Source: an optimization exercise on an open RTL-to-GDS flow (aim: small area, a short achievable clock period and few clock cycles per item). Production flows keep margins and buffers that such runs may drop. RTL that was checked went through simulation tests only; none was proved equivalent to the original. Only the layout flow was run in run 6; the RTL was not checked for function there. Power is estimated from default activity; no workload was simulated.

===== flow/flow/run.sh =====
#!/bin/bash
# The standard layout (the standard.sh, unchanged synthesis and steps),
# with two changes to how the layout is made:
#  - buffer_ports buffers every input and output port with
#    sky130_fd_sc_hd__buf_1 instead of the delay cell it picks by default;
#  - clock tree synthesis does not add dummy loads, and clusters up to 16 sinks per leaf buffer.
set -euo pipefail
export BUFFER_PORTS_ARGS="-buffer_cell sky130_fd_sc_hd__buf_1"
export CTS_ARGS="-sink_clustering_enable -repair_clock_nets -dont_use_dummy_load -sink_clustering_size 16 -sink_clustering_max_diameter 60 -buf_list {sky130_fd_sc_hd__clkbuf_8}"
bash standard.sh > standard_flow.log 2>&1

===== flow/standard.sh =====
#!/bin/bash
# synth_recipe.tcl (not shown) runs the flow's synth.tcl, then flattens the netlist and writes it again
# the make line also repeats each setting of config.mk as NAME=value (left out here)
make -C /OpenROAD-flow-scripts/flow DESIGN_CONFIG=/design/flow/config.mk WORK_HOME=/design/flow/orfs CLKGATE_MAP_FILE= SYNTH_SCRIPT=/design/flow/synth_recipe.tcl "${@:-finish}"

===== flow/config.mk =====
export PLATFORM = sky130hd
export DESIGN_NAME = mosaic_scroll_pixel_remap_core
export DESIGN_NICKNAME = mosaic_scroll_pixel_remap_core
export VERILOG_FILES = /design/flow/design.v
export SDC_FILE = /design/flow/constraint.sdc
export NUM_CORES = 4
export LEC_CHECK = 0
export ABC_AREA = 1
export CAP_MARGIN = 20
export CORE_MARGIN = 2
export CORE_UTILIZATION = 40
export SETUP_SLACK_MARGIN = 2.15
export SLEW_MARGIN = 20

===== flow/constraint.sdc =====
create_clock -name core_clock -period 5.5 [get_ports {clk}]
set_input_delay 1.1000 -clock core_clock [delete_from_list [all_inputs] [get_ports {clk}]]
set_output_delay 1.1000 -clock core_clock [all_outputs]
set_load 0.01 [all_outputs]

===== flow/design.v =====
package msr_pkg;
    function automatic logic [11:0] div_step(input logic [3:0] r, input logic [7:0] q,
                                             input logic [3:0] dm);
        logic [4:0] t;
        logic [5:0] s;
        t = {r, q[7]};
        s = {1'b0, t} + {2'b01, ~dm};
        div_step = {s[5] ? s[3:0] : t[3:0], q[6:0], s[5]};
    endfunction
    function automatic logic [11:0] mul8x4(input logic [7:0] c, input logic [3:0] n);
        logic [11:0] a0, a1, a2, a3;
        logic [11:0] s1, k1, s2, k2;
        a0 = {4'd0, c & {8{n[0]}}};
        a1 = {3'd0, c & {8{n[1]}}, 1'b0};
        a2 = {2'd0, c & {8{n[2]}}, 2'b0};
        a3 = {1'd0, c & {8{n[3]}}, 3'b0};
        s1 = a0 ^ a1 ^ a2;
        k1 = {((a0 & a1) | (a0 & a2) | (a1 & a2)), 1'b0};
        s2 = s1 ^ k1 ^ a3;
        k2 = {((s1 & k1) | (s1 & a3) | (k1 & a3)), 1'b0};
        mul8x4 = s2 + k2;
    endfunction
endpackage
module mosaic_scroll_pixel_remap_core (
    input  logic                 clk,
    input  logic                 rst_n,
    input  logic                 start,
    output logic                 busy,
    input  logic                 req_type,
    input  logic [8:0]           dest_x,
    input  logic [7:0]           dest_y,
    input  logic [4:0]           tile_size,
    input  logic [9:0]           cur_scroll_x,
    input  logic [9:0]           snap_scroll_x,
    input  logic [9:0]           cur_scroll_y,
    input  logic [9:0]           snap_scroll_y,
    input  logic                 track_scroll,
    input  logic [31:0]          pixel_in,
    output logic                 done,
    output logic                 write_enable,
    output logic [8:0]           source_x,
    output logic [7:0]           source_y,
    output logic [31:0]          pixel_out,
    input  logic                 cfg_we,
    input  logic [2:0]           cfg_index,
    input  logic [9:0]           cfg_data
);
    logic [8:0] wm1_reg;
    logic [7:0] hm1_reg;
    logic [8:0] m_reg;
    logic [3:0] num_reg;
    logic [3:0] dm1_reg;
    logic       ext_reg;
    logic       keep_reg;    
    logic [3:0] nb_reg;      
    logic       keep_n;
    logic       keep_d;
    assign keep_n = (dm1_reg == 4'd15) || (cfg_data[3:0] > dm1_reg);
    assign keep_d = (cfg_data[3:0] == 4'd0) || (num_reg >= cfg_data[3:0]);
    always_ff @(posedge clk or negedge rst_n)
    begin
        if (!rst_n)
        begin
            wm1_reg  <= 9'd255;
            hm1_reg  <= 8'd223;
            m_reg    <= 9'd64;
            num_reg  <= 4'd15;
            dm1_reg  <= 4'd14;
            ext_reg  <= 1'b0;
            keep_reg <= 1'b1;
            nb_reg   <= 4'd1;
        end
        else if (cfg_we)
        begin
            case (cfg_index)
                3'd0: wm1_reg <= (cfg_data == 10'd0) ? 9'd0
                               : (cfg_data > 10'd512) ? 9'd511 : 9'(cfg_data - 10'd1);
                3'd1: hm1_reg <= (cfg_data[8:0] == 9'd0) ? 8'd0
                               : (cfg_data[8:0] > 9'd256) ? 8'd255 : 8'(cfg_data[8:0] - 9'd1);
                3'd2: m_reg   <= cfg_data[8:0];
                3'd3:
                begin
                    num_reg  <= cfg_data[3:0];
                    keep_reg <= keep_n;
                    nb_reg   <= keep_n ? 4'd1 : cfg_data[3:0];
                end
                3'd4:
                begin
                    dm1_reg  <= cfg_data[3:0] - 4'd1;
                    keep_reg <= keep_d;
                    nb_reg   <= keep_d ? 4'd1 : num_reg;
                end
                3'd5: ext_reg <= cfg_data[0];
                default: ;
            endcase
        end
    end
    logic [3:0] nb;
    logic [3:0] db;
    assign nb = nb_reg;
    assign db = dm1_reg & {4{!keep_reg}};
    assign busy = 1'b0;
    logic [3:0]  sm1_e;
    logic [9:0]  dx_e;
    logic [9:0]  dy_e;
    logic [11:0] p0_e;
    logic [11:0] p1_e;
    logic [11:0] p2_e;
    logic [27:0] side_e;
    logic [9:0]  xm_e;
    logic [10:0] bx_e;
    logic [10:0] by_e;
    logic [8:0]  cu_e;
    always_comb
    begin
        if (tile_size == 5'd0)
            sm1_e = 4'd0;
        else if (tile_size > 5'd16)
            sm1_e = 4'd15;
        else
            sm1_e = 4'(tile_size - 5'd1);
        dx_e = (cur_scroll_x - snap_scroll_x) & {10{track_scroll}};
        dy_e = (cur_scroll_y - snap_scroll_y) & {10{track_scroll}};
        bx_e = {2'b00, dest_x} + {dx_e[9], dx_e};
        by_e = {3'b000, dest_y} + {dy_e[9], dy_e};
        xm_e = {1'b0, dest_x} - {1'b0, m_reg};
        p0_e = msr_pkg::mul8x4(pixel_in[7:0], nb);
        p1_e = msr_pkg::mul8x4(pixel_in[15:8], nb);
        p2_e = msr_pkg::mul8x4(pixel_in[23:16], nb);
        if (req_type)
            side_e = {db, 16'd0, pixel_in[31:24]};
        else
            side_e = {sm1_e, xm_e[9], 1'b0, by_e, bx_e};
        cu_e = xm_e[8:0] ^ {9{xm_e[9]}};
    end
    logic        vld_1;
    logic        typ_1;
    logic [27:0] side_1;
    logic [11:0] p0_1, p1_1, p2_1;
    logic [8:0]  cu_1;
    logic [7:0]  cy_1;
    always_ff @(posedge clk or negedge rst_n)
    begin
        if (!rst_n)
            vld_1 <= 1'b0;
        else
            vld_1 <= start;
    end
    always_ff @(posedge clk)
    begin
        typ_1  <= req_type;
        side_1 <= side_e;
        p0_1   <= p0_e;
        p1_1   <= p1_e;
        p2_1   <= p2_e;
        cu_1   <= cu_e;
        cy_1   <= dest_y;
    end
    logic [3:0]  r0_1, r1_1, r2_1;
    logic [7:0]  q0_1, q1_1, q2_1;
    always_comb
    begin
        if (typ_1)
        begin
            r0_1 = p0_1[11:8];
            q0_1 = p0_1[7:0];
            r1_1 = p1_1[11:8];
            q1_1 = p1_1[7:0];
            r2_1 = p2_1[11:8];
            q2_1 = p2_1[7:0];
        end
        else
        begin
            r0_1 = {3'b000, cu_1[8] & (side_1[27:24] != 4'd0)};
            q0_1 = cu_1[7:0];
            r1_1 = {side_1[23], side_1[21:19]};
            q1_1 = side_1[18:11];
            r2_1 = 4'd0;
            q2_1 = cy_1;
        end
    end
    logic [3:0]  dl1_1;
    assign dl1_1 = side_1[27:24] | {4{!typ_1}};
    logic [3:0]  r0_1_0;
    logic [7:0]  q0_1_0;
    assign {r0_1_0, q0_1_0} = msr_pkg::div_step(r0_1, q0_1, side_1[27:24]);
    logic [3:0]  r1_1_0;
    logic [7:0]  q1_1_0;
    assign {r1_1_0, q1_1_0} = msr_pkg::div_step(r1_1, q1_1, dl1_1);
    logic [3:0]  r2_1_0;
    logic [7:0]  q2_1_0;
    assign {r2_1_0, q2_1_0} = msr_pkg::div_step(r2_1, q2_1, side_1[27:24]);
    logic [3:0]  r0_1_1;
    logic [7:0]  q0_1_1;
    assign {r0_1_1, q0_1_1} = msr_pkg::div_step(r0_1_0, q0_1_0, side_1[27:24]);
    logic [3:0]  r1_1_1;
    logic [7:0]  q1_1_1;
    assign {r1_1_1, q1_1_1} = msr_pkg::div_step(r1_1_0, q1_1_0, dl1_1);
    logic [3:0]  r2_1_1;
    logic [7:0]  q2_1_1;
    assign {r2_1_1, q2_1_1} = msr_pkg::div_step(r2_1_0, q2_1_0, side_1[27:24]);
    logic        oob_1;
    logic [15:0] side_1n;
    always_comb
    begin
        oob_1 = !ext_reg && (side_1[10] || side_1[21]
                || (side_1[9:0] > {1'b0, wm1_reg}) || (side_1[20:11] > {2'b00, hm1_reg}));
        if (typ_1)
            side_1n = {side_1[27:24], 4'd0, side_1[7:0]};
        else
            side_1n = {side_1[27:24], oob_1, side_1[10:0]};
    end
    logic        vld_2;
    logic        typ_2;
    logic [15:0] side_2;
    logic [3:0]  r0_2, r1_2, r2_2;
    logic [7:0]  q0_2, q1_2, q2_2;
    always_ff @(posedge clk or negedge rst_n)
    begin
        if (!rst_n)
            vld_2 <= 1'b0;
        else
            vld_2 <= vld_1;
    end
    always_ff @(posedge clk)
    begin
        typ_2 <= typ_1;
        side_2 <= side_1n;
        r0_2 <= r0_1_1;
        q0_2 <= q0_1_1;
        r1_2 <= r1_1_1;
        q1_2 <= q1_1_1;
        r2_2 <= r2_1_1;
        q2_2 <= q2_1_1;
    end
    logic [3:0]  dl1_2;
    assign dl1_2 = side_2[15:12] | {4{!typ_2}};
    logic [3:0]  r0_2_0;
    logic [7:0]  q0_2_0;
    assign {r0_2_0, q0_2_0} = msr_pkg::div_step(r0_2, q0_2, side_2[15:12]);
    logic [3:0]  r1_2_0;
    logic [7:0]  q1_2_0;
    assign {r1_2_0, q1_2_0} = msr_pkg::div_step(r1_2, q1_2, dl1_2);
    logic [3:0]  r2_2_0;
    logic [7:0]  q2_2_0;
    assign {r2_2_0, q2_2_0} = msr_pkg::div_step(r2_2, q2_2, side_2[15:12]);
    logic [3:0]  r0_2_1;
    logic [7:0]  q0_2_1;
    assign {r0_2_1, q0_2_1} = msr_pkg::div_step(r0_2_0, q0_2_0, side_2[15:12]);
    logic [3:0]  r1_2_1;
    logic [7:0]  q1_2_1;
    assign {r1_2_1, q1_2_1} = msr_pkg::div_step(r1_2_0, q1_2_0, dl1_2);
    logic [3:0]  r2_2_1;
    logic [7:0]  q2_2_1;
    assign {r2_2_1, q2_2_1} = msr_pkg::div_step(r2_2_0, q2_2_0, side_2[15:12]);
    logic        vld_3;
    logic        typ_3;
    logic [15:0] side_3;
    logic [3:0]  r0_3, r1_3, r2_3;
    logic [7:0]  q0_3, q1_3, q2_3;
    always_ff @(posedge clk or negedge rst_n)
    begin
        if (!rst_n)
            vld_3 <= 1'b0;
        else
            vld_3 <= vld_2;
    end
    always_ff @(posedge clk)
    begin
        typ_3 <= typ_2;
        side_3 <= side_2;
        r0_3 <= r0_2_1;
        q0_3 <= q0_2_1;
        r1_3 <= r1_2_1;
        q1_3 <= q1_2_1;
        r2_3 <= r2_2_1;
        q2_3 <= q2_2_1;
    end
    logic [3:0]  dl1_3;
    assign dl1_3 = side_3[15:12] | {4{!typ_3}};
    logic [3:0]  r0_3_0;
    logic [7:0]  q0_3_0;
    assign {r0_3_0, q0_3_0} = msr_pkg::div_step(r0_3, q0_3, side_3[15:12]);
    logic [3:0]  r1_3_0;
    logic [7:0]  q1_3_0;
    assign {r1_3_0, q1_3_0} = msr_pkg::div_step(r1_3, q1_3, dl1_3);
    logic [3:0]  r2_3_0;
    logic [7:0]  q2_3_0;
    assign {r2_3_0, q2_3_0} = msr_pkg::div_step(r2_3, q2_3, side_3[15:12]);
    logic [3:0]  r0_3_1;
    logic [7:0]  q0_3_1;
    assign {r0_3_1, q0_3_1} = msr_pkg::div_step(r0_3_0, q0_3_0, side_3[15:12]);
    logic [3:0]  r1_3_1;
    logic [7:0]  q1_3_1;
    assign {r1_3_1, q1_3_1} = msr_pkg::div_step(r1_3_0, q1_3_0, dl1_3);
    logic [3:0]  r2_3_1;
    logic [7:0]  q2_3_1;
    assign {r2_3_1, q2_3_1} = msr_pkg::div_step(r2_3_0, q2_3_0, side_3[15:12]);
    logic        vld_4;
    logic        typ_4;
    logic [15:0] side_4;
    logic [3:0]  r0_4, r1_4, r2_4;
    logic [7:0]  q0_4, q1_4, q2_4;
    always_ff @(posedge clk or negedge rst_n)
    begin
        if (!rst_n)
            vld_4 <= 1'b0;
        else
            vld_4 <= vld_3;
    end
    always_ff @(posedge clk)
    begin
        typ_4 <= typ_3;
        side_4 <= side_3;
        r0_4 <= r0_3_1;
        q0_4 <= q0_3_1;
        r1_4 <= r1_3_1;
        q1_4 <= q1_3_1;
        r2_4 <= r2_3_1;
        q2_4 <= q2_3_1;
    end
    logic [3:0]  dl1_4;
    assign dl1_4 = side_4[15:12] | {4{!typ_4}};
    logic [3:0]  r0_4_0;
    logic [7:0]  q0_4_0;
    assign {r0_4_0, q0_4_0} = msr_pkg::div_step(r0_4, q0_4, side_4[15:12]);
    logic [3:0]  r1_4_0;
    logic [7:0]  q1_4_0;
    assign {r1_4_0, q1_4_0} = msr_pkg::div_step(r1_4, q1_4, dl1_4);
    logic [3:0]  r2_4_0;
    logic [7:0]  q2_4_0;
    assign {r2_4_0, q2_4_0} = msr_pkg::div_step(r2_4, q2_4, side_4[15:12]);
    logic [3:0]  r0_4_1;
    logic [7:0]  q0_4_1;
    assign {r0_4_1, q0_4_1} = msr_pkg::div_step(r0_4_0, q0_4_0, side_4[15:12]);
    logic [3:0]  r1_4_1;
    logic [7:0]  q1_4_1;
    assign {r1_4_1, q1_4_1} = msr_pkg::div_step(r1_4_0, q1_4_0, dl1_4);
    logic [3:0]  r2_4_1;
    logic [7:0]  q2_4_1;
    assign {r2_4_1, q2_4_1} = msr_pkg::div_step(r2_4_0, q2_4_0, side_4[15:12]);
    logic        vld_5;
    logic        typ_5;
    logic [15:0] side_5;
    logic [3:0]  r0_5, r1_5, r2_5;
    logic [7:0]  q0_5, q1_5, q2_5;
    always_ff @(posedge clk or negedge rst_n)
    begin
        if (!rst_n)
            vld_5 <= 1'b0;
        else
            vld_5 <= vld_4;
    end
    always_ff @(posedge clk)
    begin
        typ_5 <= typ_4;
        side_5 <= side_4;
        r0_5 <= r0_4_1;
        q0_5 <= q0_4_1;
        r1_5 <= r1_4_1;
        q1_5 <= q1_4_1;
        r2_5 <= r2_4_1;
        q2_5 <= q2_4_1;
    end
    logic [3:0]  fx_f;
    logic [10:0] ex_f;
    logic [10:0] ey_f;
    logic        negx_f, overx_f, negy_f, overy_f;
    logic [8:0]  sx_f;
    logic [7:0]  sy_f;
    logic        we_f;
    logic [10:0] bx_f;
    logic [10:0] by_f;
    always_comb
    begin
        bx_f = side_5[10:0];
        by_f = {q1_5[6:0], r1_5};
        fx_f  = q1_5[7] ? (side_5[15:12] - r0_5) : r0_5;
        ex_f    = bx_f + {2'b11, ~wm1_reg};
        ey_f    = by_f + {3'b111, ~hm1_reg};
        negx_f  = bx_f[10] || (bx_f[9:4] == 6'd0 && bx_f[3:0] < fx_f);
        overx_f = !ex_f[10] && (ex_f[9:4] != 6'd0 || ex_f[3:0] >= fx_f);
        negy_f  = by_f[10] || (by_f[9:4] == 6'd0 && by_f[3:0] < r2_5);
        overy_f = !ey_f[10] && (ey_f[9:4] != 6'd0 || ey_f[3:0] >= r2_5);
        if (overx_f)
            sx_f = wm1_reg;
        else if (negx_f)
            sx_f = 9'd0;
        else
            sx_f = bx_f[8:0] - {5'd0, fx_f};
        if (overy_f)
            sy_f = hm1_reg;
        else if (negy_f)
            sy_f = 8'd0;
        else
            sy_f = by_f[7:0] - {4'd0, r2_5};
        we_f = !typ_5 && !side_5[11];
    end
    logic        done_r;
    logic        we_r;
    logic [8:0]  sx_r;
    logic [7:0]  sy_r;
    logic [31:0] px_r;
    always_ff @(posedge clk or negedge rst_n)
    begin
        if (!rst_n)
            done_r <= 1'b0;
        else
            done_r <= vld_5;
    end
    always_ff @(posedge clk)
    begin
        we_r <= we_f;
        sx_r <= sx_f & {9{we_f}};
        sy_r <= sy_f & {8{we_f}};
        px_r <= typ_5 ? {side_5[7:0], q2_5, q1_5, q0_5} : 32'd0;
    end
    assign done         = done_r;
    assign write_enable = we_r;
    assign source_x     = sx_r;
    assign source_y     = sy_r;
    assign pixel_out    = px_r;
endmodule

==> results of run 1 <==
==> worst max-delay path, stage by stage (launching register included) <==
cell and delay [ns]:
dfstp_4 0.66, buf_12 0.14, nand2_1 0.07, fa_1 0.49, inv_1 0.05, fa_1 0.50, ha_2 0.19, inv_2 0.04
fa_2 0.37, o21ai_2 0.16, nand2_1 0.07, nand2_1 0.08, a21oi_2 0.07, o21ai_1 0.14, a21o_1 0.13
==> cell families (layout without fill, tap and decap cells) <==
logic type,count (synthesis),in the layout,synth area share [%]
mux,6,6,0.319
simple gates,979,979,18.8
xor+xnor,92,92,3.84
fa+ha+maj,312,312,21.1
other cells,1,2,0.0177
buf+inv,487,667,8.75
compound gates,354,354,9.14
flops,389,389,38.0
==> Yosys cell counts (all sizes together), types with 21 or more instances <==
cell    count  area [µm²]
a21oi     148         741
clkbuf     27         101
dfrtp      21         526
dfstp      25         657
dfxtp     343        6870
fa         76        1520
ha        236        2950
inv       448        1680
nand2     651        2450
nand3      95         513
nor2      175         677
nor3       21         110
o21ai     130         654
xnor2      27         236
xor2       65         577
==> how the worst max path moves through the flow <==
| stage | startpoint | end | slack [ns] | cells past startpoint |
|---|---|---|---|---|
| after floorplan | pixel_in[1] | p0_1[11] | 2.12 | 13 |
| after global placement | track_scroll | side_1[10] | 1.65 | 16 |
| after detailed placement | track_scroll | side_1[10] | 1.59 | 16 |
| after CTS | typ_1 | r0_2[2] | 2.15 | 18 |
| after global routing | typ_1 | r0_2[3] | 2.12 | 19 |
| final | nb_reg[0] | p1_1[11] | 2.25 | 14 |
==> layer usage <==
layer  wire [µm]  part of all wire [%]
met5           0                     0
met4        1240                   2.5
met3        1910                   3.8
met2       23600                    48
met1       22900                    46
==> power by group <==
group | switching, mW | internal, mW
logic | 3.74 | 2.54
registers | 0.506 | 3.82
clock network | 0.854 | 0.499
total | 5.10 | 6.86
==> cell type report <==
cell class | count | area (µm²)
timing repair buffer | 185 | 825
fill | 5185 | 29100
tap | 688 | 861
sequential | 389 | 8070
multi-input combinational | 1744 | 11500
antenna | 1 | 2.50
clock buffer | 31 | 427
inverter | 451 | 1700
==> what timing repair did <==
item | in CTS | in global routing
endpoints found under the setup margin | 34 | 44
resized for setup | 10 | 41
pin swaps | 0 | 7
buffers inserted | 3 | 11
==> cells in the final DEF (no fill, tap or decap), drive strengths merged, types with 2 or more instances in the layout <==
master      n
clkinv      2
a21oi     148
a31oi      17
dfstp      25
a21o        6
nor2      175
clkbuf     33
xnor2      27
o21bai      7
buf       183
nand3      95
dfxtp     343
xor2       65
o311ai      8
nand2     651
inv       447
ha        236
nand3b      3
or2         8
fa         76
nor3       21
a21boi      9
nand4      16
o211ai      3
o22ai      15
o21ai     130
a211oi      4
o31ai       3
dfrtp      21
mux2        6
o21a        4
or3         8
clkinvlp    2
==> metrics by stage <==
step | worst slack, ns | total power [mW] | hold slack, ns | instance area (µm²) | util, %
after CTS | 2.15 | 12.0 | 0.311 | 23100 | 44.1
after detailed placement | 1.59 | 10.6 | 0.312 | 22700 | 43.2
after global placement | 1.65 | 10.3 | 0.310 | 22700 | 43.2
after floorplan | 2.12 | 9.01 | 0.310 | 21300 | -
final | 2.25 | 12.0 | 0.310 | 23300 | 44.5
after global routing | 2.12 | 13.3 | 0.323 | 23300 | 44.5
==> out/results.tsv, run 1 <==
metric	value	unit
die_h	234	µm
grt_use_met3	1.88	%
status	complete, no violations	
hold_violations	0	
clock.fmax	308	MHz
synth_seq_cells	389	
cap_viol_max_count	0	
hp-class	reg2reg	
drive_above_1_share	5.96	%
syn-num-nets	3045	
place_congestion	0.873	
antenna_found_initial	1	
grt_pass1_vias	16300	
hold_buffers	0	
final_cells	3489	
synthArstFlopShare	11.8	%
core-area	52400	µm²
syn_to_final_growth	10.2	%
clk_latency	0.64	ns
grt_use_met2	31.7	%
portBuffers	163	
seq_area_frac_synth	38.0	%
clock-sinks	389	
rr_endpoint	p1_1[11]	
tns	0	ns
largest_reg_flops	32	
initial_core_util	40.4	%
pwr_density_cell	512	nW/µm²
clk_pin_slew	0.10	ns
remaining_drc_errors	0	
leakagePower	12.1	nW
vias	16600	
critPathCaptureType	flip-flop	
clock_path_buffers	3	
wl_per_cell	14.2	µm
synth-main-ff-cell	dfxtp_1	
postSynthCellCount	2620	
viasPerCell	4.76	
avgSynthCellArea	8.09	µm²
firstDrtPassIters	5	
die_x	234	µm
path_class	reg2reg	
ir_worst_vdd	0.197	mV
top_usage_layer	met2	
ff2ff_path_depth	14	
r2r_slack	2.25	ns
min_to	q1_3[6]	
io_pins	165	
grt_max_degree	47	
regToRegStartpoint	nb_reg[0]	
gr-usage-all-layers	18.1	%
ys_warn_count	1	
setup_violations	0	
place_inst	3443	
critPathMaxFanout	7	
hold_start	q1_2[4]	
finalNetCount	3227	
first_iter_violations	837	
yosysUniqueCellTypes	49	
h-tree-depth	1	
arrival	3.81	ns
tightest_slew	0.747	ns
rsz0062_at_grt	yes	
largestRegisters	px_r: 32 flops, side_1: 27 flops	
regMostFlops	px_r	
cts_tree	yes	
grt_pass1_wl	80500	µm
routed_wl	49600	µm
worst_ep_required_time	6.06	ns
die_area	54800	µm²
synth_area	21200	µm²
hold-path-cell-count	0	
relSlewSlack	50.1	%
cp-start-kind	flip-flop	
rows	84	
synth_edf_count	0	
grt-ovfl-total	0	
fin_skew	0.0387	ns
slew_violations	0	
dpl.hpwl	39700	µm
use_met1	23.6	%
numCtsBuffers	31	
cts_root_buf	clkbuf_8	
min_period_over_period	59.1	%
finalCriticalPeriod	3.25	ns
ant_nets	0	
Testbench counts, summed over its fixed seeds: cycles 13,184, items 12,800.
==> run 2: changes to the inputs <==
--- a/flow/design.v
+++ b/flow/design.v
@@ -47,4 +47,4 @@
 );
-    logic [8:0] wm1_reg;
-    logic [7:0] hm1_reg;
+    logic [8:0] nwm1_reg;
+    logic [7:0] nhm1_reg;
     logic [8:0] m_reg;
@@ -54,3 +54,3 @@
     logic       keep_reg;    
-    logic [3:0] nb_reg;      
+    logic [3:0] nbx_reg;     
     logic       keep_n;
@@ -63,4 +63,4 @@
         begin
-            wm1_reg  <= 9'd255;
-            hm1_reg  <= 8'd223;
+            nwm1_reg <= ~9'd255;
+            nhm1_reg <= ~8'd223;
             m_reg    <= 9'd64;
@@ -70,3 +70,3 @@
             keep_reg <= 1'b1;
-            nb_reg   <= 4'd1;
+            nbx_reg  <= 4'd0;
         end
@@ -75,6 +75,6 @@
             case (cfg_index)
-                3'd0: wm1_reg <= (cfg_data == 10'd0) ? 9'd0
-                               : (cfg_data > 10'd512) ? 9'd511 : 9'(cfg_data - 10'd1);
-                3'd1: hm1_reg <= (cfg_data[8:0] == 9'd0) ? 8'd0
-                               : (cfg_data[8:0] > 9'd256) ? 8'd255 : 8'(cfg_data[8:0] - 9'd1);
+                3'd0: nwm1_reg <= ~((cfg_data == 10'd0) ? 9'd0
+                                : (cfg_data > 10'd512) ? 9'd511 : 9'(cfg_data - 10'd1));
+                3'd1: nhm1_reg <= ~((cfg_data[8:0] == 9'd0) ? 8'd0
+                                : (cfg_data[8:0] > 9'd256) ? 8'd255 : 8'(cfg_data[8:0] - 9'd1));
                 3'd2: m_reg   <= cfg_data[8:0];
@@ -84,3 +84,3 @@
                     keep_reg <= keep_n;
-                    nb_reg   <= keep_n ? 4'd1 : cfg_data[3:0];
+                    nbx_reg  <= (keep_n ? 4'd1 : cfg_data[3:0]) ^ 4'd1;
                 end
@@ -90,3 +90,3 @@
                     keep_reg <= keep_d;
-                    nb_reg   <= keep_d ? 4'd1 : num_reg;
+                    nbx_reg  <= (keep_d ? 4'd1 : num_reg) ^ 4'd1;
                 end
@@ -99,3 +99,7 @@
     logic [3:0] db;
-    assign nb = nb_reg;
+    logic [8:0] wm1_reg;
+    logic [7:0] hm1_reg;
+    assign nb      = nbx_reg ^ 4'd1;
+    assign wm1_reg = ~nwm1_reg;
+    assign hm1_reg = ~nhm1_reg;
     assign db = dm1_reg & {4{!keep_reg}};
@@ -378,4 +382,4 @@
         fx_f  = q1_5[7] ? (side_5[15:12] - r0_5) : r0_5;
-        ex_f    = bx_f + {2'b11, ~wm1_reg};
-        ey_f    = by_f + {3'b111, ~hm1_reg};
+        ex_f    = bx_f + {2'b11, nwm1_reg};
+        ey_f    = by_f + {3'b111, nhm1_reg};
         negx_f  = bx_f[10] || (bx_f[9:4] == 6'd0 && bx_f[3:0] < fx_f);
--- a/flow/config.mk
+++ b/flow/config.mk
@@ -11,3 +11,3 @@
 export CORE_UTILIZATION = 40
-export SETUP_SLACK_MARGIN = 2.15
+export SETUP_SLACK_MARGIN = 2.3
 export SLEW_MARGIN = 20
==> out/results.tsv, run 2 <==
metric	value	unit
status	complete, no violations	
arrival	3.60	ns
clock.fmax	323	MHz
p_int	6.75	mW
power	11.7	mW
synth_area_leaders	dfxtp_1 32%, ha_1 14%, nand2_1 12%	
tightest_slew	0.660	ns
rows	84	
hold_buffers	0	
regToRegStartpoint	side_1[26]	
hold_violations	0	
crit_top_cell	nand2_1	
gr-usage-all-layers	18.6	%
slew_violations	0	
portBuffers	163	
clockPowerShare	12.3	%
setup_violations	0	
drive_above_1_share	7.04	%
grt_max_degree	47	
relSlewSlack	56.0	%
final_common_cell	nand2_1	
finalNetCount	3254	
cts_tree	yes	
initial_core_util	40.4	%
sw_frac_of_total	42.4	%
synth-main-ff-cell	dfxtp_1	
regMostFlops	px_r	
synth.most_common_cell	nand2_1	
worst_ep_required_time	6.00	ns
dpl.hpwl	40600	µm
yosysUniqueCellTypes	50	
syn_to_final_growth	11.7	%
place_inst	3460	
antenna_found_initial	2	
cts_root_buf	clkbuf_8	
cp-start-kind	flip-flop	
place_congestion	0.889	
die_area	54900	µm²
clk_pin_slew	0.09	ns
path_class	reg2reg	
synth_area_leader_cell	dfxtp_1	
largestRegisters	px_r: 32 flops, side_1: 27 flops	
grt-ovfl-total	0	
clock_path_buffers	3	
whs	0.304	ns
critPathMaxFanout	7	
cap_viol_max_count	0	
crit_start	side_1[26]	
grt_pass1_wl	81500	µm
largest_reg_flops	32	
postSynthCellCount	2635	
rsz0062_at_grt	yes	
p_sw	4.97	mW
syn-num-nets	3060	
synth_area	21200	µm²
die_x	234	µm
seqCellArea	8050	µm²
critPathCaptureType	flip-flop	
numCtsBuffers	34	
crit_slowest_cell	dfxtp_1	
hold_start	q2_3[1]	
viasPerCell	4.77	
h-tree-depth	2	
grt_pass1_vias	16400	
seq_area_frac_synth	37.9	%
ys_warn_count	1	
ir_worst_vdd	0.160	mV
pwr_density_cell	494	nW/µm²
routed_wl	51300	µm
die_h	234	µm
min_period_over_period	56.3	%
ant_nets	0	
sequentialPowerShare	36.6	%
leakagePower	12.2	nW
synth_seq_cells	389	
clock-sinks	389	
tns	0	ns
clk_latency	0.60	ns
synthArstFlopShare	11.8	%
core-area	52400	µm²
avgSynthCellArea	8.05	µm²
first_iter_violations	788	
final_cells	3518	
post-route-util	45.2	%
nFillCells	5169	
synthTopCellsByCount	666 x nand2_1, 436 x inv_1, 343 x dfxtp_1	
fin_skew	0.0537	ns
path_cells	inv_2, nand4_1, nand3_1, nand2_1, ha_1, a21o_1, a31oi_1, nor2_1, nor2_4, nor2_1, a31oi_1, ha_1, a21oi_1, nand2_1, a21oi_2, nand2_2, inv_2, nand2_1, o21ai_0	
firstDrtPassIters	5	
final_cell_mix	657 x nand2_1, 420 x inv_1, 339 x dfxtp_1	
io_pins	165	
combPwrFrac	51.2	%
remaining_drc_errors	0	
finalCriticalPeriod	3.10	ns
hp-class	reg2reg	
multiInputGateArea	11700	µm²
synth_edf_count	0	
vias	16800	
max_stage_delay	0.36	ns
wl_per_cell	14.6	µm
synth_top_cell_area_share	32.4	%
==> run 2: changes by cell type after synthesis, sizes merged, moves of 4 or more <==
cell | before | now
a21oi | 148 | 158
dfrtp | 21 | 35
nand2 | 651 | 669
inv | 448 | 438
a31oi | 17 | 10
o22ai | 15 | 4
dfstp | 25 | 11
nand3 | 95 | 102
a21boi | 9 | 5
nor3 | 21 | 14
nor2 | 175 | 188
o211ai | 3 | 10
==> run 2: final timing paths <==
kind	slack, ns	endpoint	cells after the start
max	2.40	r0_2[3]	19
min	0.30	q2_4[3]	0
max reg2reg	2.40	r0_2[3]	19
min reg2reg	0.30	q2_4[3]	0
max in group asynchronous	4.42	nbx_reg[2]	2
min in group asynchronous	0.59	vld_3	2
==> run 2: cell families after synthesis <==
kind of cell,Yosys count,share of synthesized area (%)
AND/OR/NAND/NOR,1013,19.4
buffers and inverters,475,8.58
flip-flops,389,37.9
AO/OA/AOI/OAI,346,8.82
adder cells (fa/ha/maj),312,21.1
XOR/XNOR,93,3.88
multiplexers,6,0.319
other,1,0.0177
==> run 2: area by class of cell <==
type,count,share of cell area [%]
inverter,439,7.09
clock buffer,34,1.98
sequential,389,34.0
multi-input combinational,1772,49.4
antenna,3,0.0317
tap,688,3.63
timing repair buffer,193,3.90
==> run 2: power groups by stage <==
stage	logic, mW	clock network, mW	registers, mW
floorplan	4.45	0	4.16
global placement	5.53	0	4.36
detailed placement	5.76	0	4.37
CTS	5.82	1.52	4.31
global route	6.95	1.61	4.37
finish	5.99	1.44	4.28
==> run 2: metrics by stage <==
step	cell area (µm²)	worst slack, ns
after global routing	23700	2.20
final	23700	2.40
after CTS	23300	2.32
after global placement	22800	1.86
after floorplan	21400	2.14
after detailed placement	22800	1.80
==> run 2: critical path, delay by kind of cell, from the launching register on <==
kind                       cells  cell delay (ns)
and+or+nand+nor                9             0.94
AOI/OAI and AO/OA              6             0.96
buffers and inverters          2             0.23
adders and majority gates      2             0.51
DFF                            1             0.36
==> run 2: metal layers <==
metal / up-vias / part of all wire (%) / wire length [µm] / GRT usage [%]
met3: 87 / 4.0 / 2030 / 2.09
met1: 7698 / 46 / 23500 / 24.3
met5: - / 0 / 0 / 0
met4: 0 / 3.1 / 1580 / 6.45
li1: 8689 / - / - / -
met2: 321 / 47 / 24100 / 31.7
==> run 2: timing repair <==
action / in CTS / in global routing
setup endpoints to repair: 34 / 65
resized for setup: 21 / 59
gates cloned: 1 / 1
setup buffers: 2 / 17
pin swaps: 1 / 15
Testbench counts of run 2, summed over its fixed seeds: cycles 13,184, items 12,800.
==> run 3: changes to the inputs <==
--- a/flow/config.mk
+++ b/flow/config.mk
@@ -11,3 +11,3 @@
 export CORE_UTILIZATION = 40
-export SETUP_SLACK_MARGIN = 2.3
+export SETUP_SLACK_MARGIN = 2.15
 export SLEW_MARGIN = 20
==> out/results.tsv, run 3 <==
metric	value	unit
status	complete, no violations	
place_congestion	0.886	
remaining_drc_errors	0	
die_area	54900	µm²
r2r_slack	2.35	ns
p_int	6.66	mW
grt_pass1_vias	16200	
grt_max_degree	47	
drive_above_1_share	5.22	%
clk_pin_slew	0.10	ns
ant_nets	0	
syn-num-nets	3060	
io_pins	165	
hp-class	reg2reg	
relSlewSlack	56.0	%
grt_use_met2	31.1	%
synth_top_cell_area_share	32.4	%
avgSynthCellArea	8.05	µm²
portBuffers	163	
die_x	234	µm
synth_seq_cells	389	
min_period_over_period	57.4	%
hold_violations	0	
clk_latency	0.61	ns
rsz0062_at_grt	yes	
worst_ep_required_time	5.92	ns
path_cells	buf_4, inv_6, nand2_1, fa_1, inv_1, fa_1, ha_1, nand3_1, nand2_1, nand2_1, nand2_1, nand2_1, nand2_1, a21oi_1, o21bai_1, xor2_1	
p_sw	4.90	mW
max_stage_delay	0.54	ns
viasPerCell	4.77	
combPwrFrac	50.2	%
grt-ovfl-total	0	
clock_path_buffers	3	
finalNetCount	3241	
arrival	3.57	ns
fin_ws	2.35	ns
tightest_slew	0.660	ns
syn_to_final_growth	10.1	%
largest_reg_flops	32	
largestRegisters	px_r: 32 flops, side_1: 27 flops	
synth_area_leader_cell	dfxtp_1	
grt_use_met3	2.40	%
path_buf_inv	3	
ys_warn_count	1	
die_h	234	µm
clockPowerShare	12.6	%
final_common_cell	nand2_1	
cts_tree	yes	
place_ws	1.80	ns
hold_start	q0_2[4]	
ir_worst_vdd	0.156	mV
sequentialPowerShare	37.1	%
h-tree-depth	2	
critPathMaxFanout	16	
firstDrtPassIters	7	
synth-main-ff-cell	dfxtp_1	
cts_root_buf	clkbuf_8	
finalCriticalPeriod	3.15	ns
numCtsBuffers	35	
rows	84	
pwr_density_cell	495	nW/µm²
crit_slowest_cell	fa_1	
synth_area_leaders	dfxtp_1 32%, ha_1 14%, nand2_1 12%	
synth_edf_count	0	
yosysUniqueCellTypes	50	
use_met1	23.8	%
seq_area_frac_synth	37.9	%
sw_frac_of_total	42.4	%
setup_violations	0	
final_cell_mix	661 x nand2_1, 427 x inv_1, 342 x dfxtp_1	
synthTopCellsByCount	666 x nand2_1, 436 x inv_1, 343 x dfxtp_1	
path_class	reg2reg	
dpl.hpwl	40000	µm
slew_violations	0	
cp-start-kind	flip-flop	
critPathCaptureType	flip-flop	
synth_area	21200	µm²
first_iter_violations	868	
cp_top_family	adder cells	
wl_per_cell	14.3	µm
grt_pass1_wl	80300	µm
antenna_found_initial	1	
gr-usage-all-layers	18.4	%
postSynthCellCount	2635	
crit_top_cell	nand2_1	
regToRegStartpoint	nbx_reg[0]	
synth.most_common_cell	nand2_1	
fin_skew	0.0704	ns
synthArstFlopShare	11.8	%
clock.fmax	317	MHz
initial_core_util	40.4	%
crit_start	nbx_reg[0]	
leakagePower	12.1	nW
clock-sinks	389	
tns	0	ns
core-area	52400	µm²
routed_wl	50000	µm
cap_viol_max_count	0	
top_usage_layer	met2	
power	11.6	mW
regMostFlops	px_r	
vias	16700	
## run 3: cell counts after synthesis
Identical to the previous run, type by type.
## run 3: cell families after synthesis
kind of cell               count (synthesis)  share of synthesized area (%)
and+or+nand+nor                         1013                           19.4
buffers and inverters                    475                           8.58
DFF                                      389                           37.9
AOI/OAI and AO/OA                        346                           8.82
adders and majority gates                312                           21.1
xor gates and xnor gates                  93                           3.88
muxes                                      6                          0.319
other                                      1                         0.0177
## run 3: metal layers
metal	part of all wire [%]	vias to the layer above
met1	46	7667
met5	0	-
met2	47	322
met3	4.1	91
met4	3.6	0
li1	-	8636
## run 3: repair_timing
action                                  in CTS  in global routing
pin swaps                                    0                  3
gates resized for setup                     14                 40
hold buffers                                 0                  0
endpoints found under the setup margin      27                 38
gates cloned                                 0                  1
buffers inserted                             1                  4
## run 3: final timing paths
| path | to | cells past startpoint |
|---|---|---|
| worst min-delay path | q0_3[6] | 0 |
| min in group asynchronous | nhm1_reg[3] | 2 |
| worst max register to register | p2_1[10] | 16 |
| worst min register to register | q0_3[6] | 0 |
| worst max-delay path | p2_1[10] | 16 |
| max in group asynchronous | nbx_reg[2] | 2 |
## run 3: power groups by stage
stage                     clock [mW]  sequential, mW  combinational (mW)
after floorplan                    0            4.16                4.41
after detailed placement           0            4.36                5.70
final                           1.46            4.29                5.81
after CTS                       1.54            4.30                5.75
after global placement             0            4.34                5.49
after global routing            1.63            4.39                6.75
## run 3: metrics by stage
step	hold slack (ns)	cell area, µm²	util (%)	std cells
floorplan	0.310	21300	-	2635
global placement	0.310	22700	43.2	3461
detailed placement	0.312	22700	43.2	3461
CTS	0.295	23200	44.2	3497
global route	0.291	23400	44.5	3503
finish	0.296	23400	44.5	3503
## run 3: area by class of cell
type | instances | area [µm²]
tap | 688 | 861
sequential | 389 | 8040
fill | 5211 | 29100
antenna | 1 | 2.50
multi-input combinational | 1771 | 11500
timing repair buffer | 180 | 778
clock buffer | 35 | 482
inverter | 439 | 1660
==> run 4: changes to the inputs <==
--- a/flow/config.mk
+++ b/flow/config.mk
@@ -11,2 +11,3 @@
 export CORE_UTILIZATION = 40
+export PLACE_DENSITY = 0.75
 export SETUP_SLACK_MARGIN = 2.15
==> out/results.tsv, run 4 <==
metric	value	unit
firstDrtPassIters	5	
syn_to_final_growth	9.98	%
regToRegStartpoint	nbx_reg[0]	
die_area	54900	µm²
tns	0	ns
avgSynthCellArea	8.05	µm²
finalCriticalPeriod	3.14	ns
ir_worst_vdd	0.168	mV
die_h	234	µm
path_class	reg2reg	
synth_edf_count	0	
setup_violations	0	
status	complete, no violations	
top_layer_used	met4	
min_to	vld_5	
synth-main-ff-cell	dfxtp_1	
synth_top_cell_area_share	32.4	%
synth.most_common_cell	nand2_1	
rsz0062_at_grt	yes	
clock.fmax	319	MHz
cts_root_buf	clkbuf_8	
place_ws	1.79	ns
synthTopCellsByCount	666 x nand2_1, 436 x inv_1, 343 x dfxtp_1	
core-area	52400	µm²
rr_endpoint	p0_1[11]	
cts_tree	yes	
leakagePower	12.1	nW
grt_pass1_wl	77000	µm
ys_warn_count	1	
ff2ff_path_depth	17	
grt-ovfl-total	0	
gr-usage-all-layers	17.3	%
first_iter_violations	670	
critPathCaptureType	flip-flop	
remaining_drc_errors	0	
syn-num-nets	3060	
h-tree-depth	2	
postSynthCellCount	2635	
place_congestion	0.902	
numCtsBuffers	35	
fin_skew	0.0586	ns
cp-start-kind	flip-flop	
hold-path-cell-count	0	
hold_violations	0	
largestRegisters	px_r: 32 flops, side_1: 27 flops	
arrival	3.67	ns
routed_wl	47300	µm
finalNetCount	3240	
synth_seq_cells	389	
relSlewSlack	51.1	%
rows	84	
clock-sinks	389	
pwr_density_cell	489	nW/µm²
initial_core_util	40.4	%
fin_ws	2.36	ns
hold_start	vld_4	
drive_above_1_share	5.12	%
regMostFlops	px_r	
clk_pin_slew	0.09	ns
cap_viol_max_count	0	
hold_buffers	0	
worst_ep_required_time	6.03	ns
antenna_found_initial	0	
wl_per_cell	13.5	µm
diodes	0	
nFillCells	5175	
synth_area_leader_cell	dfxtp_1	
dpl.hpwl	37600	µm
met3_length	1910	µm
largest_reg_flops	32	
seq_area_frac_synth	37.9	%
min_period_over_period	57.1	%
synth_area_leaders	dfxtp_1 32%, ha_1 14%, nand2_1 12%	
yosysUniqueCellTypes	50	
ant_nets	0	
viasPerCell	4.72	
r2r_slack	2.36	ns
grt_max_degree	47	
die_x	234	µm
hp-class	reg2reg	
post-route-util	44.5	%
wl_met1	21800	µm
synthArstFlopShare	11.8	%
slew_violations	0	
wl_met2	22300	µm
clock_path_buffers	3	
tightest_slew	0.727	ns
final_common_cell	nand2_1	
vias	16500	
critPathMaxFanout	17	
clk_latency	0.58	ns
portBuffers	163	
final_cell_mix	664 x nand2_1, 427 x inv_1, 340 x dfxtp_1	
grt_pass1_vias	15500	
io_pins	165	
synth_area	21200	µm²
run 4: cell counts after synthesis:
No cell type changed its count.
run 4: metal layers:
layer | up-vias | GRT usage [%]
li1 | 8657 | -
met1 | 7540 | 22.7
met2 | 268 | 29.7
met3 | 69 | 2.29
met4 | 0 | 5.20
met5 | - | 0
run 4: cell type report:
class | instances | area, µm² | share of cell area (%)
clock buffers | 35 | 482 | 2.07
inverters | 439 | 1660 | 7.12
multi-input cells | 1771 | 11500 | 49.4
flip-flops and latches | 389 | 8040 | 34.5
well taps | 688 | 861 | 3.69
repair buffers | 178 | 759 | 3.26
repair inverters | 1 | 5.00 | 0.0215
run 4: per-stage QoR:
step / instance area [µm²] / std cells / hold slack, ns / power (mW)
3_5_place_dp: 22600 / 3458 / 0.312 / 9.94
3_3_place_gp: 22600 / 3458 / 0.310 / 9.76
6_report: 23300 / 3501 / 0.295 / 11.4
5_1_grt: 23300 / 3501 / 0.300 / 12.6
4_1_cts: 23200 / 3494 / 0.269 / 11.4
2_1_floorplan: 21300 / 2635 / 0.310 / 8.57
run 4: worst max-delay path by stage:
stage | slack (ns) | cells after the start | endpoint | from
final | 2.36 | 17 | p0_1[11] | nbx_reg[0]
after detailed placement | 1.79 | 13 | p2_1[9] | pixel_in[17]
after floorplan | 2.13 | 12 | p2_1[9] | pixel_in[17]
after global placement | 1.86 | 13 | p2_1[9] | pixel_in[17]
after global routing | 2.07 | 21 | r1_2[1] | typ_1
after CTS | 2.15 | 20 | r1_2[1] | typ_1
run 4: timing repair:
| action | 4_1_cts | 5_1_grt |
|---|---|---|
| pin swaps | 0 | 3 |
| setup buffers | 1 | 5 |
| setup endpoints to repair | 27 | 41 |
| endpoints found under the hold margin | 0 | 0 |
| gates cloned | 0 | 2 |
| gates resized for setup | 9 | 39 |
run 4: cell families (layout without fill, tap and decap cells):
logic type               count (synthesis)  after routing  share of synthesized area [%]
XOR/XNOR                                93             93                           3.88
buffers and inverters                  475            653                           8.58
adder cells (fa/ha/maj)                312            312                           21.1
AO/OA/AOI/OAI                          346            346                           8.82
flip-flops                             389            389                           37.9
other                                    1              1                         0.0177
AND/OR/NAND/NOR                       1013           1013                           19.4
multiplexers                             6              6                          0.319
run 4: where the power goes:
| group | total, mW | internal (mW) | switching (mW) |
|---|---|---|---|
| Sequential | 4.28 | 3.78 | 0.496 |
| Clock | 1.45 | 0.571 | 0.878 |
| Combinational | 5.67 | 2.27 | 3.40 |
| Total | 11.4 | 6.63 | 4.77 |
run 4: worst max-delay path: stages (launching register included):
cell	delay, ns
dfrtp_1	0.35
buf_6	0.23
clkinvlp_2	0.30
buf_4	0.23
nand2_1	0.08
fa_1	0.19
inv_1	0.07
fa_1	0.51
ha_2	0.17
inv_1	0.05
fa_2	0.38
o21ai_2	0.15
nand2_1	0.06
nand2_1	0.07
a21oi_2	0.06
nor2_1	0.07
o21ai_0	0.07
nand2_1	0.06
==> run 5: changes to the inputs <==
--- a/flow/config.mk
+++ b/flow/config.mk
@@ -9,5 +9,6 @@
 export CAP_MARGIN = 20
+export CELL_PAD_IN_SITES_DETAIL_PLACEMENT = 0
+export CELL_PAD_IN_SITES_GLOBAL_PLACEMENT = 0
 export CORE_MARGIN = 2
 export CORE_UTILIZATION = 40
-export PLACE_DENSITY = 0.75
 export SETUP_SLACK_MARGIN = 2.15
==> out/results.tsv, run 5 <==
metric	value	unit
status	complete, no violations	
drive_above_1_share	5.22	%
clk_pin_slew	0.10	ns
place_inst	3461	
crit_start	nbx_reg[0]	
wl_per_cell	14.3	µm
ir_worst_vdd	0.156	mV
clk_latency	0.61	ns
synth-main-ff-cell	dfxtp_1	
synth.most_common_cell	nand2_1	
grt-ovfl-total	0	
leakagePower	12.1	nW
sequentialPowerShare	37.1	%
synth_seq_cells	389	
fin_ws	2.35	ns
tns	0	ns
grt_pass1_vias	16200	
worst_ep_required_time	5.92	ns
place_ws	1.80	ns
post-route-util	44.5	%
remaining_drc_errors	0	
dpl.hpwl	40000	µm
hold-path-cell-count	0	
first_iter_violations	868	
multiInputGateArea	11500	µm²
die_h	234	µm
vias	16700	
postSynthCellCount	2635	
seqCellArea	8040	µm²
clockPowerShare	12.6	%
io_pins	165	
place_congestion	0.886	
synthTopCellsByCount	666 x nand2_1, 436 x inv_1, 343 x dfxtp_1	
hold_violations	0	
ant_nets	0	
sw_frac_of_total	42.4	%
numCtsBuffers	35	
final_cells	3503	
seq_area_frac_synth	37.9	%
synth_area	21200	µm²
path_class	reg2reg	
routed_wl	50000	µm
grt_pass1_wl	80300	µm
rows	84	
tightest_slew	0.660	ns
relSlewSlack	56.0	%
min_period_over_period	57.4	%
regMostFlops	px_r	
antenna_found_initial	1	
synth_top_cell_area_share	32.4	%
setup_violations	0	
die_area	54900	µm²
synthArstFlopShare	11.8	%
largestRegisters	px_r: 32 flops, side_1: 27 flops	
synth_area_leader_cell	dfxtp_1	
cts_tree	yes	
viasPerCell	4.77	
clock-sinks	389	
cap_viol_max_count	0	
core-area	52400	µm²
synth_area_leaders	dfxtp_1 32%, ha_1 14%, nand2_1 12%	
critPathCaptureType	flip-flop	
hold_buffers	0	
ff2ff_path_depth	16	
combPwrFrac	50.2	%
p_int	6.66	mW
final_common_cell	nand2_1	
hold_start	q0_2[4]	
cts_root_buf	clkbuf_8	
die_x	234	µm
final_cell_mix	661 x nand2_1, 427 x inv_1, 342 x dfxtp_1	
h-tree-depth	2	
portBuffers	163	
p_sw	4.90	mW
cp-start-kind	flip-flop	
fin_skew	0.0704	ns
pwr_density_cell	495	nW/µm²
finalNetCount	3241	
syn-num-nets	3060	
gr-usage-all-layers	18.4	%
arrival	3.57	ns
slew_violations	0	
nFillCells	5211	
synth_edf_count	0	
avgSynthCellArea	8.05	µm²
clock.fmax	317	MHz
syn_to_final_growth	10.1	%
finalCriticalPeriod	3.15	ns
firstDrtPassIters	7	
regToRegStartpoint	nbx_reg[0]	
hp-class	reg2reg	
yosysUniqueCellTypes	50	
path_cells	buf_4, inv_6, nand2_1, fa_1, inv_1, fa_1, ha_1, nand3_1, nand2_1, nand2_1, nand2_1, nand2_1, nand2_1, a21oi_1, o21bai_1, xor2_1	
clock_path_buffers	3	
grt_max_degree	47	
largest_reg_flops	32	
rsz0062_at_grt	yes	
critPathMaxFanout	16	
max_stage_delay	0.54	ns
crit_top_cell	nand2_1	
initial_core_util	40.4	%
ys_warn_count	1	
crit_slowest_cell	fa_1	
## run 5: final timing paths
path / end / slack [ns]
setup reg to reg: p2_1[10] / 2.35
max in group asynchronous: nbx_reg[2] / 4.43
hold / removal: q0_3[6] / 0.30
min in group asynchronous: nhm1_reg[3] / 0.58
setup / recovery: p2_1[10] / 2.35
hold reg to reg: q0_3[6] / 0.30
## run 5: cell families after synthesis
logic type	synth area share (%)
AOI/OAI and AO/OA	8.82
xor gates and xnor gates	3.88
adders and majority gates	21.1
buffers and inverters	8.58
DFF	37.9
muxes	0.319
other	0.0177
and+or+nand+nor	19.4
## run 5: repair_timing
| item | CTS | global route |
|---|---|---|
| cloned | 0 | 1 |
| pin swaps | 0 | 3 |
| setup buffers | 1 | 4 |
| gates resized for setup | 14 | 40 |
| endpoints found under the setup margin | 27 | 38 |
## run 5: layout make-up
class / count / share of cell area [%]
inverter: 439 / 7.11
timing repair buffer: 180 / 3.33
sequential: 389 / 34.4
tap: 688 / 3.69
antenna: 1 / 0.0107
multi-input combinational: 1771 / 49.4
clock buffer: 35 / 2.06
## run 5: power by group through the flow
stage	sequential [mW]	clock, mW	combinational [mW]
2_1_floorplan	4.16	0	4.41
3_3_place_gp	4.34	0	5.49
3_5_place_dp	4.36	0	5.70
4_1_cts	4.30	1.54	5.75
5_1_grt	4.39	1.63	6.75
6_report	4.29	1.46	5.81
## run 5: worst max-delay path: cells and delay by family (launching register included)
family	cells	cell delay (ns)
AO/OA/AOI/OAI	2	0.20
flip-flops	1	0.37
XOR/XNOR	1	0.14
adder cells (fa/ha/maj)	3	1.35
buffers and inverters	3	0.42
AND/OR/NAND/NOR	7	0.49
## run 5: metrics by stage
step	area, µm²	hold WS (ns)	power (mW)
after floorplan	21300	0.310	8.57
after global placement	22700	0.310	9.83
after detailed placement	22700	0.312	10.1
after CTS	23200	0.295	11.6
after global routing	23400	0.291	12.8
final	23400	0.296	11.6
## run 5: layer usage
layer,GRT usage [%],wire length [µm]
met5,0,0
met4,7.00,1780
met3,2.40,2070
met2,31.1,23300
met1,23.8,22800
==> run 6: changes to the inputs <==
--- a/flow/design.v
+++ b/flow/design.v
@@ -137,3 +137,3 @@
             side_e = {sm1_e, xm_e[9], 1'b0, by_e, bx_e};
-        cu_e = xm_e[8:0] ^ {9{xm_e[9]}};
+        cu_e = {(xm_e[8] ^ xm_e[9]) & (sm1_e != 4'd0), xm_e[7:0] ^ {8{xm_e[9]}}};
     end
@@ -141,2 +141,5 @@
     logic        typ_1;
+    logic        sel0_1;     
+    logic        sel1_1;     
+    logic        sel2_1;
     logic [27:0] side_1;
@@ -155,2 +158,5 @@
         typ_1  <= req_type;
+        sel0_1 <= req_type & start;
+        sel1_1 <= req_type | !start;
+        sel2_1 <= req_type ^ !start;
         side_1 <= side_e;
@@ -166,20 +172,8 @@
     begin
-        if (typ_1)
-        begin
-            r0_1 = p0_1[11:8];
-            q0_1 = p0_1[7:0];
-            r1_1 = p1_1[11:8];
-            q1_1 = p1_1[7:0];
-            r2_1 = p2_1[11:8];
-            q2_1 = p2_1[7:0];
-        end
-        else
-        begin
-            r0_1 = {3'b000, cu_1[8] & (side_1[27:24] != 4'd0)};
-            q0_1 = cu_1[7:0];
-            r1_1 = {side_1[23], side_1[21:19]};
-            q1_1 = side_1[18:11];
-            r2_1 = 4'd0;
-            q2_1 = cy_1;
-        end
+        r0_1 = sel0_1 ? p0_1[11:8] : {3'b000, cu_1[8]};
+        q0_1 = sel0_1 ? p0_1[7:0] : cu_1[7:0];
+        r1_1 = sel1_1 ? p1_1[11:8] : {side_1[23], side_1[21:19]};
+        q1_1 = sel1_1 ? p1_1[7:0] : side_1[18:11];
+        r2_1 = sel2_1 ? p2_1[11:8] : 4'd0;
+        q2_1 = sel2_1 ? p2_1[7:0] : cy_1;
     end
--- a/flow/config.mk
+++ b/flow/config.mk
@@ -9,7 +9,5 @@
 export CAP_MARGIN = 20
-export CELL_PAD_IN_SITES_DETAIL_PLACEMENT = 0
-export CELL_PAD_IN_SITES_GLOBAL_PLACEMENT = 0
 export CORE_MARGIN = 2
 export CORE_UTILIZATION = 40
-export SETUP_SLACK_MARGIN = 2.15
+export SETUP_SLACK_MARGIN = 2.3
 export SLEW_MARGIN = 20
==> out/results.tsv, run 6 <==
metric	value	unit
whs	0.294	ns
p_int	7.11	mW
final_cells	3450	
clock_path_buffers	3	
cts_tree	yes	
fin_skew	0.0559	ns
place_area	22700	µm²
clk_latency	0.61	ns
rows	84	
gr-usage-all-layers	18.4	%
synth_xor_area_share	4.13	%
initial_core_util	40.3	%
synth.most_common_cell	nand2_1	
drive_above_1_share	9.60	%
synth_compound_area_share	8.88	%
finalCriticalPeriod	3.22	ns
io_pins	165	
critPathCaptureType	flip-flop	
relSlewSlack	36.9	%
avgSynthCellArea	8.29	µm²
synth-adder-area-share	21.2	%
tns	0	ns
rsz0062_at_grt	yes	
h-tree-depth	2	
synth_area	21100	µm²
grt_pass1_vias	16000	
antenna_found_initial	2	
path_buf_inv	3	
final_cell_mix	554 x nand2_1, 378 x inv_1, 338 x dfxtp_1	
power	12.4	mW
synth_seq_cells	392	
place_inst	3366	
synth_area_leaders	dfxtp_1 33%, ha_1 14%, nand2_1 10%	
largestRegisters	px_r: 32 flops, side_1: 27 flops	
pwr_density_cell	521	nW/µm²
remaining_drc_errors	0	
synth-simple-area-share	18.2	%
first_iter_violations	666	
grt-ovfl-total	0	
crit_top_cell	nand2_1	
hp-class	reg2reg	
seq_area_frac_synth	38.4	%
combPwrFrac	52.7	%
firstDrtPassIters	7	
yosysUniqueCellTypes	52	
min_period_over_period	58.6	%
hold_violations	0	
path_cells	buf_1, nand2_1, fa_1, inv_1, fa_1, ha_4, a21oi_2, nand2_1, nand2_1, nand2_1, a21oi_2, inv_1, a21oi_1, nor2_1, nor2_1, xor2_1	
cp-start-kind	input port	
portBuffers	163	
grt_pass1_wl	79800	µm
ys_warn_count	1	
dpl.hpwl	39900	µm
p_sw	5.29	mW
die_x	234	µm
synthTopCellsByCount	577 x nand2_1, 399 x inv_1, 346 x dfxtp_1	
largest_reg_flops	32	
regMostFlops	px_r	
finalNetCount	3186	
tightest_slew	0.947	ns
arrival	3.74	ns
syn-num-nets	2966	
leakagePower	12.1	nW
synth_top_cell_area_share	32.9	%
clockPowerShare	11.7	%
r2r_slack	2.29	ns
routed_wl	50100	µm
clk_pin_slew	0.09	ns
synth_edf_count	0	
synthArstFlopShare	11.7	%
cap_viol_max_count	0	
synth.mux.area_fraction	1.28	%
cp_top_family	adder cells	
status	complete, no violations	
sequentialPowerShare	35.6	%
postSynthCellCount	2542	
wl_per_cell	14.5	µm
crit_slowest_cell	fa_1	
final_common_cell	nand2_1	
numCtsBuffers	35	
die_area	54500	µm²
setup_violations	0	
cts_root_buf	clkbuf_8	
vias	16500	
worst_ep_required_time	6.02	ns
core-area	52300	µm²
slew_violations	0	
sw_frac_of_total	42.6	%
clock-sinks	392	
synth_top_family_by_area	adder cells	
clock.fmax	310	MHz
ant_nets	0	
viasPerCell	4.77	
die_h	234	µm
grt_max_degree	41	
path_class	in2reg	
syn_to_final_growth	12.9	%
final_cell_area	23800	µm²
ir_worst_vdd	0.209	mV
nFillCells	5219	
critPathMaxFanout	4	
max_stage_delay	0.53	ns
place_congestion	0.895	
synth_area_leader_cell	dfxtp_1	
hold_buffers	0	
synth-main-ff-cell	dfxtp_1	
==> run 6: power groups by stage <==
stage                     combinational [mW]  sequential [mW]  clock (mW)
after floorplan                         4.85             4.25           0
after global placement                  6.00             4.48           0
after detailed placement                6.24             4.49           0
after CTS                               6.31             4.43        1.53
after global routing                    7.55             4.50        1.63
final                                   6.54             4.41        1.45
==> run 6: area by class of cell <==
type,instances,area [µm²],share of cell area [%]
multi-input cells,1712,11700,49.3
flip-flops and latches,392,8110,34.1
inverters,406,1560,6.56
repair buffers,215,1050,4.41
well taps,688,861,3.62
clock buffers,35,482,2.03
diodes,2,5.00,0.0210
==> run 6: what timing repair did <==
action,4_1_cts,5_1_grt
pin swaps,2,37
endpoints found under the setup margin,24,58
gates resized for setup,15,72
setup buffers,4,43
==> run 6: through the flow <==
stage | worst slack (ns) | utilization [%]
2_1_floorplan | 2.01 | -
3_3_place_gp | 1.68 | 43.4
3_5_place_dp | 1.55 | 43.4
4_1_cts | 2.23 | 44.4
5_1_grt | 2.12 | 45.4
6_report | 2.28 | 45.4
==> run 6: worst paths after layout <==
path                              end  cells past startpoint          from
max in group asynchronous  nbx_reg[2]                      2         rst_n
min                        side_3[10]                      0    side_2[10]
min in group asynchronous       vld_1                      1         rst_n
min reg2reg                side_3[10]                      0    side_2[10]
max reg2reg                  p2_1[11]                     16    nbx_reg[0]
max                          p1_1[10]                     16  pixel_in[12]
==> run 6: cell families after synthesis <==
| kind of cell | Yosys count |
|---|---|
| multiplexers | 24 |
| adder cells (fa/ha/maj) | 311 |
| flip-flops | 392 |
| AND/OR/NAND/NOR | 938 |
| XOR/XNOR | 97 |
| AO/OA/AOI/OAI | 341 |
| other | 1 |
| buffers and inverters | 438 |
==> run 6: routing by layer <==
layer	wire (µm)	part of all wire (%)	global-route usage [%]
met3	2000	4.0	1.97
met5	0	0	0
met2	23600	47	31.1
met4	1490	3.0	7.06
met1	23100	46	24.0
==> run 6: worst reg2reg max path, delay by kind of cell, from the launching register on <==
| family | cells | cell delay, ns |
|---|---|---|
| buffers and inverters | 4 | 0.56 |
| AOI/OAI and AO/OA | 3 | 0.37 |
| adders and majority gates | 4 | 1.44 |
| and+or+nand+nor | 5 | 0.37 |
| DFF | 1 | 0.42 |

[afterwards: timing with drivers on the ports]
Ports are ideal in the flow. The routed layouts listed here were re-timed in OpenROAD. Step 1 (the two cells are an assumption about what drives the block):
set clk [get_ports {clk}]
set_driving_cell -lib_cell sky130_fd_sc_hd__clkbuf_16 $clk
set_driving_cell -lib_cell sky130_fd_sc_hd__buf_2 [delete_from_list [all_inputs] $clk]
Step 2 adds t to the input delays and takes it off the output delays; t is the mean of the earliest and latest rising clock arrival at the registers after step 1. Input paths then give back, and output paths get back, about the clock's delay inside the block. a / b / c = ideal ports / drivers / drivers and shift; a / b = the first two.
| run | shift t [ns] | slack for setup (ns) | worst setup path at the end | latest minus earliest clock arrival (ns) | cell pins on the clock port's net |
|---|---|---|---|---|---|
| run 1 | 0.671 | 2.250 / 2.250 / 1.670 | input to register | 0.040 / 0.040 | 1 |
| run 2 | 0.619 | 2.402 / 2.402 / 1.852 | input to register | 0.054 / 0.053 | 1 |
| run 3 | 0.631 | 2.346 / 2.346 / 1.794 | input to register | 0.085 / 0.086 | 1 |
| run 4 | 0.599 | 2.362 / 2.362 / 1.791 | input to register | 0.071 / 0.072 | 1 |
| run 5 | 0.631 | 2.346 / 2.346 / 1.794 | input to register | 0.085 / 0.086 | 1 |
| run 6 | 0.627 | 2.279 / 2.288 / 1.676 | input to register | 0.060 / 0.060 | 1 |
After both steps every run listed still meets setup and hold. The setup slack of run 6, which loses most, moves by +0.009 ns with the drivers and by -0.603 ns with both steps.
